From an optimization exercise on the open Yosys and OpenROAD flow, aimed at small area; shortcuts taken in it are not production practice.
In this exercise RTL edits were held to simulation tests only and were not proved equivalent to the original.
Power figures rest on the tool's default switching activity, not on a simulated workload.

File: design.v
package cpu_types_pkg;
  localparam int XLEN = 32;
  typedef logic [4:0] reg_idx_t;
  typedef logic [XLEN-1:0] xlen_t;
  localparam reg_idx_t REG_ZERO = 5'd0;
endpackage
module rf_scoreboard (
  input  logic                     clk,
  input  logic                     rst,
  input  logic [31:1]              rs1_dec,
  input  logic [31:1]              rs2_dec,
  input  logic                     rs1_used,
  input  logic                     rs2_used,
  input  logic                     issue_valid,
  input  cpu_types_pkg::reg_idx_t  issue_rd,
  input  logic                     issue_long,
  input  logic [31:1]              wb_dec,
  input  logic                     kill_valid,
  input  cpu_types_pkg::reg_idx_t  kill_rd,
  output logic                     stall,
  output logic [31:0]              busy_vec
);
  logic [31:1] busy_q, busy_nb, iss_dec, kill_dec;
  logic raw1, raw2, waw, issue_lv, set_en;
  always_comb begin
    for (int i = 1; i < 32; i++) begin
      iss_dec[i]  = (issue_rd == i);
      kill_dec[i] = kill_valid & (kill_rd == i);
      busy_nb[i]  = busy_q[i] & ~wb_dec[i];
    end
    issue_lv = issue_valid & issue_long;
    raw1 = rs1_used & |(rs1_dec & busy_nb);
    raw2 = rs2_used & |(rs2_dec & busy_nb);
    waw  = issue_lv & |(iss_dec & busy_nb);
    stall = raw1 | raw2 | waw;
    set_en = issue_lv & ~stall;
  end
  always_ff @(posedge clk or posedge rst) begin
    if (rst) busy_q <= '0;
    else busy_q <= (busy_nb & ~kill_dec) | ({31{set_en}} & iss_dec);
  end
  assign busy_vec = {busy_q, 1'b0};
endmodule
module rf_hold (
  input  logic we,
  input  logic we_n,
  input  logic x,
  input  logic q,
  output logic nxt
);
  assign nxt = ~((q | we) & (x | we_n));
endmodule
module rf_aoi3 (
  input  logic [2:0] sel,
  input  logic [2:0] d,
  output logic       y_n
);
  assign y_n = ~|(sel & d);
endmodule
module rf_aoi2 (
  input  logic [1:0] sel,
  input  logic [1:0] d,
  output logic       y_n
);
  assign y_n = ~|(sel & d);
endmodule
module rf_rdbit (
  input  logic [31:0] sel,
  input  logic [31:0] d,
  input  logic        inv,
  output logic        y
);
  logic [10:0] t_n;
  for (genvar g = 0; g < 10; g++) begin : g_aoi
    rf_aoi3 u_aoi (.sel(sel[3*g +: 3]), .d(d[3*g +: 3]), .y_n(t_n[g]));
  end
  rf_aoi2 u_aoi_last (.sel(sel[31:30]), .d(d[31:30]), .y_n(t_n[10]));
  assign y = (~&t_n) ^ inv;
endmodule
module rf_writeback (
  input  logic                     clk,
  input  logic                     rst,
  input  cpu_types_pkg::reg_idx_t  rs1_addr,
  input  cpu_types_pkg::reg_idx_t  rs2_addr,
  input  logic                     rs1_used,
  input  logic                     rs2_used,
  output logic [31:0]              rs1_data,
  output logic [31:0]              rs2_data,
  input  logic                     issue_valid,
  input  cpu_types_pkg::reg_idx_t  issue_rd,
  input  logic                     issue_long,
  input  logic                     wb_valid,
  input  cpu_types_pkg::reg_idx_t  wb_rd,
  input  logic [31:0]              wb_data,
  input  logic                     kill_valid,
  input  cpu_types_pkg::reg_idx_t  kill_rd,
  output logic                     stall,
  output logic [31:0]              busy_vec
);
  logic [31:0] regs_q [1:31];    
  logic [31:0] regs_d [1:31];
  logic [31:1] valid_q;
  logic        phase_q;
  logic [31:0] wb_x;             
  logic [31:1] we, rd_ok, dec1, dec2;
  logic [31:0] sel1, sel2;
  logic        inv1, inv2;
  always_comb begin
    wb_x = wb_data ^ {32{phase_q}};
    sel1[0] = wb_valid & (wb_rd == rs1_addr) & (rs1_addr != 5'd0);
    sel2[0] = wb_valid & (wb_rd == rs2_addr) & (rs2_addr != 5'd0);
    for (int i = 1; i < 32; i++) begin
      we[i]    = wb_valid & (wb_rd == i);
      dec1[i]  = (rs1_addr == i);
      dec2[i]  = (rs2_addr == i);
      rd_ok[i] = valid_q[i] & ~we[i];
      sel1[i]  = dec1[i] & rd_ok[i];
      sel2[i]  = dec2[i] & rd_ok[i];
    end
    inv1 = phase_q & (sel1[0] | |(dec1 & valid_q));
    inv2 = phase_q & (sel2[0] | |(dec2 & valid_q));
  end
  for (genvar b = 0; b < 32; b++) begin : g_rd
    logic [31:0] col;
    always_comb begin
      col[0] = wb_x[b];
      for (int i = 1; i < 32; i++) col[i] = regs_q[i][b];
    end
    rf_rdbit u_rd1 (.sel(sel1), .d(col), .inv(inv1), .y(rs1_data[b]));
    rf_rdbit u_rd2 (.sel(sel2), .d(col), .inv(inv2), .y(rs2_data[b]));
  end
  for (genvar i = 1; i < 32; i++) begin : g_row
    for (genvar b = 0; b < 32; b++) begin : g_bit
      rf_hold u_hold (.we(we[i]), .we_n(~we[i]), .x(wb_x[b]), .q(regs_q[i][b]), .nxt(regs_d[i][b]));
    end
  end
  always_ff @(posedge clk) begin
    for (int i = 1; i < 32; i++) regs_q[i] <= regs_d[i];
  end
  always_ff @(posedge clk or posedge rst) begin
    if (rst) begin
      valid_q <= '0;
      phase_q <= 1'b0;
    end else begin
      valid_q <= valid_q | we;
      phase_q <= ~phase_q;
    end
  end
  rf_scoreboard u_sb (
    .clk(clk), .rst(rst),
    .rs1_dec(dec1), .rs2_dec(dec2), .rs1_used(rs1_used), .rs2_used(rs2_used),
    .issue_valid(issue_valid), .issue_rd(issue_rd), .issue_long(issue_long),
    .wb_dec(we), .kill_valid(kill_valid), .kill_rd(kill_rd),
    .stall(stall), .busy_vec(busy_vec)
  );
endmodule
File: flow/run.sh
#!/bin/bash
set -euo pipefail
export BUFFER_PORTS_ARGS="-buffer_cell sky130_fd_sc_hd__buf_2"
bash standard.sh finish > standard.log 2>&1
File: config.mk
export PLATFORM = sky130hd
export DESIGN_NAME = rf_writeback
export DESIGN_NICKNAME = rf_writeback
export VERILOG_FILES = /design/flow/design.v
export SDC_FILE = /design/flow/constraint.sdc
export NUM_CORES = 4
export LEC_CHECK = 0
export CAP_MARGIN = 20
export CORE_MARGIN = 2
export CORE_UTILIZATION = 45
export CTS_BUF_LIST = sky130_fd_sc_hd__clkbuf_4 sky130_fd_sc_hd__clkbuf_8
export SETUP_SLACK_MARGIN = 0.1
export SLEW_MARGIN = 20
export SYNTH_HIERARCHICAL = 1
File: standard.sh
#!/bin/bash
# synth_recipe.tcl (not shown) runs the flow's synth.tcl, then flattens the netlist and writes it again
# the make line also repeats each setting of config.mk as NAME=value (left out here)
make -C /OpenROAD-flow-scripts/flow DESIGN_CONFIG=/design/flow/config.mk WORK_HOME=/design/flow/orfs CLKGATE_MAP_FILE= SYNTH_SCRIPT=/design/flow/synth_recipe.tcl "${@:-finish}"
File: constraint.sdc
create_clock -name core_clock -period 5.0 [get_ports {clk}]
set_input_delay 1.0000 -clock core_clock [delete_from_list [all_inputs] [get_ports {clk}]]
set_output_delay 1.0000 -clock core_clock [all_outputs]
set_load 0.01 [all_outputs]
==> impl_metrics.yaml, run 1 <==
cts:
  clk_pin_slew_worst_paths_ns: 0.06
  cts-root-buf: "clkbuf_8"
  cts.sinks: 1055
  cts_max_level: 4
  hold_buffers: 0
  numCtsBuffers: 172
  clk_latency_ns: 0.92
  cts_tree: "done"
  clk_path_buf_depth: 3
synth:
  synth.top_cells.by_area: "dfxtp_1 48%, a222oi_1 15%, o22ai_1 15%"
  ys_warn_count: 11
  ys.flop_type: "dfxtp_1"
  synth_top_cell_by_area: "dfxtp_1"
  synth_top_area_share_pct: 47.77
  synth_enable_flop_cells: 0
  ys_seq_elements: 1055
  synth.avg_cell_area_um2: 10.86
  postSynthCellCount: 3828
  ys_types: 68
  synthArstFlopShare_pct: 5.972
  syn_nets: 3893
  syn_area_mm2: 0.04157
  ys_seq_area_share_pct: 51.57
drt:
  wl_mm: 223.3
  vias: 46440
  drt-met1-wl_mm: 78.24
  drt_pass1_iterations: 14
  drc: 0
  dr_wl_met2_mm: 90.74
  viasPerCell: 8.010
  wl_met3_mm: 34.29
  wl_per_cell_um: 38.52
  drtAntennaViolNets: 0
  topRoutingLayerUsed: "met5"
  drt_iter0_markers: 11130
floorplanning:
  ios: 162
  core_area_mm2: 0.09166
  rows: 111
  dieWidth_um: 307.9
  initial_core_util_pct: 45.35
  die_area_mm2: 0.09482
  die_height_um: 307.9
sta:
  slew_violations: 0
  fmax_mhz: 199.7
  fin_crit_sh_pct: 100.2
  relSlewSlack_pct: 14.74
  hold_viol: 0
  finalSetupViolCount: 3
  rsz0062_at_grt: "yes"
  tns_ns: -0.01601
  fin_crit_ns: 5.008
  setup_slack_ns: -0.008065
  tightest_slew_ns: 1.275
  clock-skew-final_ns: 0.05163
setup_path:
  start_kind: "input port"
  crit_start: "rs2_addr[4]"
  r2r_end: "regs_q[26][4]$_DFF_P_"
  reg2reg_depth: 4
  slowest_stage: "nor3_4"
  slowest_delay_ns: 0.96
  cp_common_cell: "buf_2"
  r2r_setup_slack_ns: 2.39
  reg2reg_from: "phase_q$_DFF_PP0_"
  cp_num_buf_inv: 4
  critical_path.max_fanout: 25
  cpLargestDelayFamily: "simple AND/OR/NAND/NOR gates"
  cp.arrival_ns: 4.01
  critical_path_class: "in2out"
  required_ns: 4.00
  endpoint_kind: "output pin"
  path_cells: "buf_2 > buf_12 > nand3b_1 > nor3_4 > buf_4 > a222oi_1 > nand4_1 > nor3_2 > xnor2_1 > buf_2"
cells_and_area:
  layout_commonest_cell: "o22ai_1"
  area_delta_synth_final_pct: 26.10
  nets: 4541
  drive_gt1_share_pct: 25.37
  final_core_util_pct: 57.18
  final_cell_mix: "994 x o22ai_1, 992 x dfxtp_1, 641 x a222oi_1"
global_route:
  grt_use_total_pct: 45.24
  grt_pass1_wl_mm: 311.8
  grt-ovfl-total: 0
  grt_pass1_vias: 43030
  antenna_found_initial: 4
  grt_max_degree: 35
power:
  p_per_area_mw_per_mm2: 464.6
  p_leak_uw: 0.01939
  power_frac_seq_pct: 49.7
  p_comb_share_pct: 16.7
  p_int_uw: 16690
  p_clk_share_pct: 33.6
  p_switching_uw: 7660
  swShare_pct: 31.45
  p_total_uw: 24350
  ir_drop_mv: 0.2552
placement:
  port_buffers: 160
  dpl_worst_slack_ns: -0.03796
  dpl.hpwl_mm: 138.6
  place.gp.congestion: 1.031
flow_run:
  drv_cap: 0
worst_hold_path:
  hold_path.class: "in2async"
run_status:
  failed_checks: "setup timing"
  status: "finished with violations"
## per-stage QoR
stage | area [µm²] | instances | hold slack (ns)
after floorplan | 41990 | 3828 | 0.4415
after global placement | 48350 | 5465 | 0.4500
after detailed placement | 48380 | 5467 | 0.4591
after CTS | 52200 | 5782 | 0.1584
after global routing | 52410 | 5795 | 0.2326
final | 52420 | 5797 | 0.1846
## state kept, by name, summed over array words and instances, names as in the netlist
register     count
regs_q         992
u_sb.busy_q     31
valid_q         31
phase_q          1
## how the worst max path moves through the flow
stage                     slack (ns)            to  cells after the start
after CTS                       0.07  rs2_data[27]                     10
after global placement         -0.02  rs2_data[27]                     10
after global routing            0.06   rs2_data[7]                     13
after floorplan                  0.1  rs1_data[10]                     10
after detailed placement       -0.04  rs2_data[27]                     10
final                         -0.008   rs2_data[7]                     10
## power by group through the flow
stage / Sequential (µW) / Clock [µW] / Combinational [µW]
global placement: 12100 / 0 / 3800
floorplan: 11800 / 0 / 2370
finish: 12100 / 8170 / 4070
detailed placement: 12200 / 0 / 3900
global route: 12300 / 8510 / 4260
CTS: 12000 / 8130 / 3910
## routing by layer
layer / GRT usage, % / up-vias
li1: - / 18480
met1: 57.03 / 22430
met2: 64.28 / 4463
met3: 14.74 / 1060
met4: 33.78 / 4
met5: 0 / -
## cell usage after synthesis, types with 6 or more instances
cell type	count
o22ai_1	994
inv_1	40
a22oi_2	64
nand2_1	121
or3b_1	6
dfrtp_1	63
o21ai_2	30
buf_2	14
a211oi_1	7
nand3_1	88
nand4_1	136
and3b_1	19
nor3_1	71
clkbuf_1	35
a21oi_1	6
xnor2_1	69
nor3_2	65
o21ai_0	36
mux2i_1	13
nor3b_1	9
nand2b_1	35
xor2_1	35
nand3b_1	10
nor2_1	82
buf_6	7
or2_1	9
dfxtp_1	992
a222oi_1	641
nor2b_1	40
a22oi_1	22
## kinds of logic (layout without fill, tap and decap cells)
kind of cell | count (synthesis) | count (layout) | synth area share (%)
compound gates | 1838 | 1838 | 34.85
flops | 1055 | 1055 | 51.57
other cells | 1 | 4 | 0.009021
mux | 15 | 15 | 0.3672
xor+xnor | 104 | 104 | 2.191
simple gates | 713 | 714 | 9.912
buf+inv | 102 | 881 | 1.108
## area by class of cell
cell class / count / area [µm²]
Clock buffer: 275 / 3428
Clock inverter: 31 / 270.3
Antenna cell: 3 / 7.507
Fill cell: 8064 / 39250
Inverter: 40 / 198.9
Timing Repair Buffer: 535 / 4454
Multi-Input combinational cell: 2672 / 21130
Sequential cell: 1055 / 21440
Tap cell: 1186 / 1484
## Yosys stat by module (local to each module, per instance)
module         area, µm²  cells inside  copies in the design
rf_writeback       23290          1513                     1
rf_scoreboard       2542           299                     1
rf_rdbit           36.28             5                    64
rf_aoi2            12.51             1                    64
rf_aoi3            10.01             1                   640
rf_hold            6.256             1                   992
## worst min-delay path, delay by kind of cell
kind,cells,cell delay (ns)
buffers and inverters,3,0.52
## timing repair
item	in CTS	in global routing
setup endpoints to repair	7	35
pin swaps	6	23
gates resized for setup	2	30
buffers inserted	9	8
hold endpoints to repair	0	0
gates cloned	0	1
==> inputs of run 2 (changes only) <==
==> run.sh (new file) <==
#!/bin/bash
# synth_recipe.tcl (not shown) runs the flow's synth.tcl, then flattens the netlist and writes it again
# the make line also repeats each setting of config.mk as NAME=value (left out here)
make -C /OpenROAD-flow-scripts/flow DESIGN_CONFIG=/design/flow/config.mk WORK_HOME=/design/flow/orfs CLKGATE_MAP_FILE= SYNTH_SCRIPT=/design/flow/synth_recipe.tcl finish
removed: flow/run.sh
removed: standard.sh
==> impl_metrics.yaml, run 2 <==
sta:
  rsz0062_at_grt: "yes"
  relSlewSlack_pct: 24.67
  fin_crit_sh_pct: 98.32
  holdWs_ns: 0.4680
  hold_viol: 0
  setup_slack_ns: 0.08397
  tns_ns: 0
  clock-skew-final_ns: 0.05002
  slew_violations: 0
  fin_crit_ns: 4.916
  finalSetupViolCount: 0
  tightest_slew_ns: 1.129
  fmax_mhz: 203.4
drt:
  viasPerCell: 7.751
  drc: 0
  wl_mm: 228.9
  drt_iter0_markers: 10040
  drtAntennaViolNets: 0
  wl_per_cell_um: 36.65
  vias: 48420
  drt_pass1_iterations: 14
power:
  p_per_area_mw_per_mm2: 431.3
  p_leak_uw: 0.02238
  ir_drop_mv: 0.2742
cts:
  cts_max_level: 4
  cts.sinks: 1055
  cts_tree: "done"
  clk_path_buf_depth: 3
  hold_buffers: 0
  clk_pin_slew_worst_paths_ns: 0.06
  clk_latency_ns: 0.90
  cts-root-buf: "clkbuf_8"
  numCtsBuffers: 172
cells_and_area:
  final_cell_mix: "994 x o22ai_1, 992 x dfxtp_1, 641 x a222oi_1"
  regMostFlops: "regs_q"
  final_core_util_pct: 63.91
  fillCellCount: 7482
  nets: 4983
  finalNonFillerCells: 6247
  area_delta_synth_final_pct: 40.94
  largest_reg_flops: 992
  drive_gt1_share_pct: 31.09
  largestRegisters: "regs_q (992), u_sb.busy_q (31), valid_q (31)"
  layout_commonest_cell: "o22ai_1"
placement:
  dp_cells: 5823
  place.gp.congestion: 1.027
  dpl.hpwl_mm: 147.7
  port_buffers: 160
  dpl_worst_slack_ns: -0.8419
setup_path:
  required_ns: 4.00
  critical_path.max_fanout: 4
  critical_path_class: "in2out"
  endpoint_kind: "output pin"
  cp.arrival_ns: 3.92
  start_kind: "input port"
  r2r_setup_slack_ns: 2.58
global_route:
  grt_max_degree: 35
  grt-ovfl-total: 0
  antenna_found_initial: 7
  grt_use_total_pct: 46.59
  grt_pass1_wl_mm: 321.7
  grt_pass1_vias: 45460
worst_hold_path:
  hold_path.class: "reg2reg"
run_status:
  status: "complete, no violations"
synth:
  synth_most_common_cell: "o22ai_1"
  ys_warn_count: 11
  synth_top_cell_by_area: "dfxtp_1"
  syn_nets: 3893
  synthArstFlopShare_pct: 5.972
  synth_commonest_cells: "994 x o22ai_1, 992 x dfxtp_1, 641 x a222oi_1, 136 x nand4_1, 121 x nand2_1"
  synth_enable_flop_cells: 0
  ys_types: 68
  syn_area_mm2: 0.04157
  postSynthCellCount: 3828
  ys_seq_area_share_pct: 51.57
  synth.avg_cell_area_um2: 10.86
  synth.top_cells.by_area: "dfxtp_1 48%, a222oi_1 15%, o22ai_1 15%"
  ys.flop_type: "dfxtp_1"
  synth_top_area_share_pct: 47.77
  ys_seq_elements: 1055
floorplanning:
  dieWidth_um: 307.9
  die_height_um: 307.9
  die_area_mm2: 0.09482
  ios: 162
  core_area_mm2: 0.09166
  initial_core_util_pct: 45.35
  rows: 111
flow_run:
  drv_cap: 0
run 2: cell types whose count changed in the layout (fill, tap and decap cells not counted), sizes merged:
cell           delta
buf             +317
dlymetal6s2s      +7
clkbuf            +9
clkdlybuf4s50    +79
bufinv            +5
clkinv            +3
clkinvlp          +1
clkdlybuf4s15    +19
bufbuf            +1
a211oi            +1
dlygate4sd2       +6
inv               +1
diode             +1
run 2: what timing repair did:
item                       CTS  global route
setup buffers               72            26
gates cloned                 6             4
gates resized for setup    382            71
setup endpoints to repair   65            65
pin swaps                  282            75
hold endpoints to repair     0             0
run 2: final cells by class:
| cell class | count | area (µm²) | share of cell area, % |
|---|---|---|---|
| Multi-Input combinational cell | 2673 | 21560 | 36.80 |
| Timing Repair Buffer | 976 | 9982 | 17.04 |
| Clock buffer | 272 | 3462 | 5.909 |
| Tap cell | 1186 | 1484 | 2.533 |
| Inverter | 40 | 205.2 | 0.3502 |
| Antenna cell | 4 | 10.01 | 0.01709 |
| Sequential cell | 1055 | 21440 | 36.59 |
| Clock inverter | 41 | 444.2 | 0.7582 |
run 2: power breakdown:
| part | leakage, µW | switching, µW | internal [µW] | total, µW |
|---|---|---|---|---|
| Sequential | 0.00929 | 1740 | 10400 | 12200 |
| Clock | 0.00207 | 3780 | 4740 | 8520 |
| Combinational | 0.0110 | 2360 | 2200 | 4560 |
run 2: path summary, 6_finish.rpt:
kind,start,endpoint,cells after the start
worst max-delay path,rs2_addr[1],rs2_data[27],13
worst min register to register,regs_q[19][5]$_DFF_P_,regs_q[19][5]$_DFF_P_,1
worst max register to register,u_sb.busy_q[1]$_DFF_PP0_,u_sb.busy_q[27]$_DFF_PP0_,9
worst min-delay path,regs_q[19][5]$_DFF_P_,regs_q[19][5]$_DFF_P_,1
min in group asynchronous,rst,u_sb.busy_q[28]$_DFF_PP0_,3
max in group asynchronous,rst,valid_q[19]$_DFF_PP0_,3
run 2: modules after synthesis (local to each module, per instance):
module	cells	area, µm²	times used
rf_aoi3	1	10.01	640
rf_aoi2	1	12.51	64
rf_scoreboard	299	2542	1
rf_rdbit	5	36.28	64
rf_hold	1	6.256	992
rf_writeback	1513	23290	1
run 2: cell families (layout without fill, tap and decap cells):
logic type | count (synthesis) | after routing | share of synthesized area (%)
xor gates and xnor gates | 104 | 104 | 2.191
buffers and inverters | 102 | 1329 | 1.108
and+or+nand+nor | 713 | 714 | 9.912
other | 1 | 5 | 0.009021
muxes | 15 | 15 | 0.3672
DFF | 1055 | 1055 | 51.57
AOI/OAI and AO/OA | 1838 | 1839 | 34.85
run 2: stage by stage:
stage          power (µW)  cell area, µm²
5_1_grt             26010           58580
3_5_place_dp        16630           53000
2_1_floorplan       14120           41990
4_1_cts             24940           58210
3_3_place_gp        16460           52980
6_report            25270           58590
run 2: critical path, stage by stage:
cell	delay (ns)
clkbuf_2	0.16
or2_4	0.32
o31ai_4	0.24
buf_4	0.16
a211oi_4	0.06
buf_12	0.17
buf_4	0.14
a222oi_1	0.47
nand4_1	0.45
nor3_2	0.29
xnor2_1	0.15
buf_4	0.18
buf_6	0.11
run 2: routing by layer:
layer  track usage (%)  up-vias  routed length [µm]
met1             56.67    23170               79030
met5                 0        -                 222
met2             64.73     4640               91440
li1                  -    19410                   -
met3             18.39     1195               35770
met4             37.97        8               22460

-- afterwards: timing with drivers on the ports --
The flow's constraints put no driver on any port. The routed layouts listed below were extracted and timed again, unchanged, in two steps. Step 1: set_driving_cell puts a clkbuf_16 on clk and a buf_2 on each other input, an assumption about the parent block. Step 2 times the ports against the registers' clock, not the clock port: input delays grow and output delays shrink by t, the midpoint of the rising clock arrivals with the driver on. Slacks: ideal ports / drivers / drivers and shift; pairs: ideal ports / drivers.
| run | t, ns | setup WS [ns] | hold slack, ns | worst slew at a driven data input, ns | pins driven straight from the clock port |
|---|---|---|---|---|---|
| run 1 | 0.963 | -0.008 / -0.092 / -0.092 | 0.185 / 0.144 / 0.468 | 0.08 | 1 |
| run 2 | 0.954 | 0.084 / 0.056 / 0.056 | 0.468 / 0.468 / 0.468 | 0.07 | 1 |
For run 1, which loses most, drivers alone change the setup slack by -0.084 ns; drivers and shift together by -0.084 ns.
